Source: an optimization exercise on an open RTL-to-GDS flow (aim: small area and a short achievable clock period). Production flows keep margins and buffers that such runs may drop.
Function was checked by simulation only, so behaviour that the tests miss may differ from the original.
No driver is modelled on the clock port, so clock power and skew are understated where the tree is cut down; a real chip needs a root buffer or a tree.
Power figures rest on the tool's default switching activity, not on a simulated workload.

==> module apb_subsystem_top, before the edit <==
module apb_subsystem_top #(
  parameter int unsigned ADDR_W      = 8,
  parameter int unsigned DATA_W      = 8,
  parameter int unsigned MEM_DEPTH   = 256,
  parameter int unsigned WAIT_CYCLES = 0
) (
  input  logic              pclk,
  input  logic              prstn,
  input  logic              trf_valid,
  input  logic [1:0]        trf_enc,
  input  logic [ADDR_W-1:0] trf_addr,
  input  logic [DATA_W-1:0] trf_wdata,
  output logic [DATA_W-1:0] trf_rdata,
  output logic              trf_rdata_valid
);
  logic r_setup, r_access;
  logic w_req;
  assign w_req = trf_valid && (trf_enc[0] ^ trf_enc[1]);
  logic r_live;
  always_ff @(posedge pclk or posedge prstn) begin
    if (prstn) begin
      r_setup  <= 1'b0;
      r_access <= 1'b0;
      r_live   <= 1'b0;
    end else begin
      r_setup  <= w_req && !r_setup;
      r_access <= r_setup;
      r_live   <= 1'b1;
    end
  end
  logic r_ph;
  always_ff @(posedge pclk) r_ph <= !r_ph && r_live;
  logic [15:0]       r_a_row, r_a_col;
  logic [DATA_W-1:0] r_a_wdata;
  logic              r_a_write;
  logic              w_a_wr;
  always_ff @(posedge pclk) begin
    r_a_row   <= 16'(1) << trf_addr[7:4];
    r_a_col   <= 16'(1) << trf_addr[3:0];
    r_a_wdata <= trf_wdata;
    r_a_write <= trf_enc[0];
  end
  assign w_a_wr = r_setup && r_a_write;   
  logic [15:0]       r_b_lrow_n;   
  logic [15:0]       r_b_lcol_n;   
  logic [15:0]       r_b_hrow;     
  logic [15:0]       r_b_hcol;     
  logic [DATA_W-1:0] r_b_wbits_n;  
  logic              r_b_read;
  always_ff @(posedge pclk) begin
    r_b_lrow_n  <= ~(r_a_row & {16{w_a_wr}});
    r_b_lcol_n  <= ~r_a_col;
    r_b_hcol    <= r_a_col;
    r_b_wbits_n <= ~(r_a_wdata ^ {DATA_W{r_ph}});   
    r_b_read    <= !r_a_write;
  end
  always_ff @(posedge pclk or posedge prstn) begin
    if (prstn) r_b_hrow <= '0;
    else       r_b_hrow <= r_a_row & {16{w_a_wr}};
  end
  logic [DATA_W-1:0]    r_mem [MEM_DEPTH];
  logic [MEM_DEPTH-1:0] w_load, w_keep_n;
  for (genvar k = 0; k < MEM_DEPTH; k++) begin : g_word
    assign w_load[k]   = !(r_live && (r_b_lrow_n[k/16] || r_b_lcol_n[k%16]));
    assign w_keep_n[k] = !(r_b_hrow[k/16] && r_b_hcol[k%16]);
    always_ff @(posedge pclk) begin
      r_mem[k] <= ~((r_mem[k] | {DATA_W{w_load[k]}}) & ({DATA_W{w_keep_n[k]}} | r_b_wbits_n));
    end
  end
  logic [DATA_W-1:0] w_row_data [16];
  logic [DATA_W-1:0] w_grp_data [4];
  always_comb begin
    for (int i = 0; i < 16; i++) begin
      w_row_data[i] = '0;
      for (int j = 0; j < 16; j++)
        w_row_data[i] = w_row_data[i] | (r_mem[i*16+j] & {DATA_W{r_a_col[j]}});
    end
    for (int g = 0; g < 4; g++) begin
      w_grp_data[g] = '0;
      for (int i = 4*g; i < 4*g+4; i++)
        w_grp_data[g] = w_grp_data[g] | (w_row_data[i] & {DATA_W{r_a_row[i]}});
    end
  end
  logic [DATA_W-1:0] r_p_data [4];
  always_ff @(posedge pclk) for (int g = 0; g < 4; g++) r_p_data[g] <= w_grp_data[g];
  logic              w_rd;
  logic [DATA_W-1:0] r_rdata;
  logic              r_rdata_valid;
  assign w_rd = r_access && r_b_read;
  always_ff @(posedge pclk or posedge prstn) begin
    if (prstn) begin
      r_rdata       <= '0;
      r_rdata_valid <= 1'b0;
    end else begin
      r_rdata_valid <= w_rd;
      if (w_rd) r_rdata <= (r_p_data[0] | r_p_data[1] | r_p_data[2] | r_p_data[3])
                           ^ {DATA_W{!r_ph}};
    end
  end
  assign trf_rdata       = r_rdata;
  assign trf_rdata_valid = r_rdata_valid;
endmodule
export LEC_CHECK = 0
export CAP_MARGIN = 20
export CORE_MARGIN = 2
export CORE_UTILIZATION = 80
export SETUP_SLACK_MARGIN = 3.7
export SLEW_MARGIN = 20
export PRE_CTS_TCL = /design/flow/flow/mycts.tcl
export BUFFER_PORTS_ARGS = -buffer_cell sky130_fd_sc_hd__buf_4
create_clock -name core_clock -period 6.0 [get_ports {pclk}]
standard.sh (not shown) runs the stock make flow with config.mk's settings and CLKGATE_MAP_FILE= SYNTH_SCRIPT=/design/flow/synth_recipe.tcl, a recipe that flattens the netlist after the stock synthesis.
==> flow/flow/run.sh <==
#!/bin/bash
set -euo pipefail
W=$(pwd)
cat >> config.mk <<EOF
export PRE_CTS_TCL = $W/flow/mycts.tcl
export BUFFER_PORTS_ARGS = -buffer_cell sky130_fd_sc_hd__buf_4
EOF
bash standard.sh > "$W/standard_flow.log" 2>&1
Other scripts of this flow, unchanged in this note and not shown: flow/flow/mycts.tcl
Rerun with:
--- a/flow/design.v
+++ b/flow/design.v
@@ -26,48 +26,43 @@
       r_setup  <= w_req && !r_setup;
       r_access <= r_setup;
       r_live   <= 1'b1;
     end
   end
   logic r_ph;
-  always_ff @(posedge pclk) r_ph <= !r_ph && r_live;
+  always_ff @(posedge pclk) r_ph <= !(r_ph && r_live);
   logic [15:0]       r_a_row, r_a_col;
   logic [DATA_W-1:0] r_a_wdata;
   logic              r_a_write;
-  logic              w_a_wr;
   always_ff @(posedge pclk) begin
     r_a_row   <= 16'(1) << trf_addr[7:4];
     r_a_col   <= 16'(1) << trf_addr[3:0];
     r_a_wdata <= trf_wdata;
     r_a_write <= trf_enc[0];
   end
-  assign w_a_wr = r_setup && r_a_write;   
-  logic [15:0]       r_b_lrow_n;   
-  logic [15:0]       r_b_lcol_n;   
-  logic [15:0]       r_b_hrow;     
-  logic [15:0]       r_b_hcol;     
-  logic [DATA_W-1:0] r_b_wbits_n;  
+  logic [15:0]       r_b_wrow;     
+  logic [15:0]       r_b_wcol;     
+  logic [15:0]       r_b_hrow_n;   
+  logic [15:0]       r_b_hcol_n;   
+  logic [DATA_W-1:0] r_b_wbits;    
   logic              r_b_read;
   always_ff @(posedge pclk) begin
-    r_b_lrow_n  <= ~(r_a_row & {16{w_a_wr}});
-    r_b_lcol_n  <= ~r_a_col;
-    r_b_hcol    <= r_a_col;
-    r_b_wbits_n <= ~(r_a_wdata ^ {DATA_W{r_ph}});   
-    r_b_read    <= !r_a_write;
-  end
-  always_ff @(posedge pclk or posedge prstn) begin
-    if (prstn) r_b_hrow <= '0;
-    else       r_b_hrow <= r_a_row & {16{w_a_wr}};
+    r_b_wrow   <=   r_a_row & {16{r_setup && r_a_write}};
+    r_b_wcol   <=   r_a_col;
+    r_b_hrow_n <= ~(r_a_row & {16{r_setup && r_a_write}});
+    r_b_hcol_n <= ~r_a_col;
+    r_b_wbits  <= r_a_wdata ^ {DATA_W{!r_ph}};   
+    r_b_read   <= !r_a_write;
   end
   logic [DATA_W-1:0]    r_mem [MEM_DEPTH];
-  logic [MEM_DEPTH-1:0] w_load, w_keep_n;
+  logic [MEM_DEPTH-1:0] w_we, w_hold;
   for (genvar k = 0; k < MEM_DEPTH; k++) begin : g_word
-    assign w_load[k]   = !(r_live && (r_b_lrow_n[k/16] || r_b_lcol_n[k%16]));
-    assign w_keep_n[k] = !(r_b_hrow[k/16] && r_b_hcol[k%16]);
+    assign w_we[k]   = r_b_wrow[k/16] && r_b_wcol[k%16];
+    assign w_hold[k] = r_live && (r_b_hrow_n[k/16] || r_b_hcol_n[k%16]);
     always_ff @(posedge pclk) begin
-      r_mem[k] <= ~((r_mem[k] | {DATA_W{w_load[k]}}) & ({DATA_W{w_keep_n[k]}} | r_b_wbits_n));
+      r_mem[k] <= ~((r_mem[k] & {DATA_W{w_hold[k]}}) | (r_b_wbits & {DATA_W{w_we[k]}}));
     end
   end
   logic [DATA_W-1:0] w_row_data [16];
   logic [DATA_W-1:0] w_grp_data [4];
   always_comb begin
     for (int i = 0; i < 16; i++) begin
What happened:
- The new run ran to the end with no violations
- worst setup slack loses 0.12 ns
- wire length rises by about 1.1%
- total power is higher by about 1.5%
- sequential share of layout area shrinks by 3.2 points
- cell count goes up by about 2%
- global-route usage falls by 2.6 points
- first-iteration DRC count fell by 9.2%
- via count drops by 0.85%
- die area went up by about 6%
- fmax falls by 4.8%
- synthesized cell count grows by about 3.3%
- worst hold slack loses 0.022 ns
- clock skew stays flat
- sequential cell count stays the same
No run of this note takes its clock network from TritonCTS; it comes from the design's own scripts or RTL.

==> what the ideal ports hide <==
In the flow no input, the clock included, has a driving cell. The finished layouts below were timed again as built, in two steps. Step 1 assumes that a clkbuf_16 drives the clock port and a buf_2 every other input. Step 2, shift: input delay + t, output delay - t, t = (earliest + latest rising clock arrival at the registers) / 2. This alone moves slack from input paths to output paths. a / b / c = no drivers / after step 1 / after step 2; a / b = the first two.
run | t (ns) | setup slack, ns | pins driven straight from the clock port
the first run | 0.756 | 3.562 / 3.472 / 3.467 | 4
the second run | 0.746 | 3.440 / 3.288 / 3.440 | 4
After both steps setup and hold are still met in every run listed. The setup slack of the first run, which loses most, moves by -0.090 ns with the drivers and by -0.095 ns with both steps.
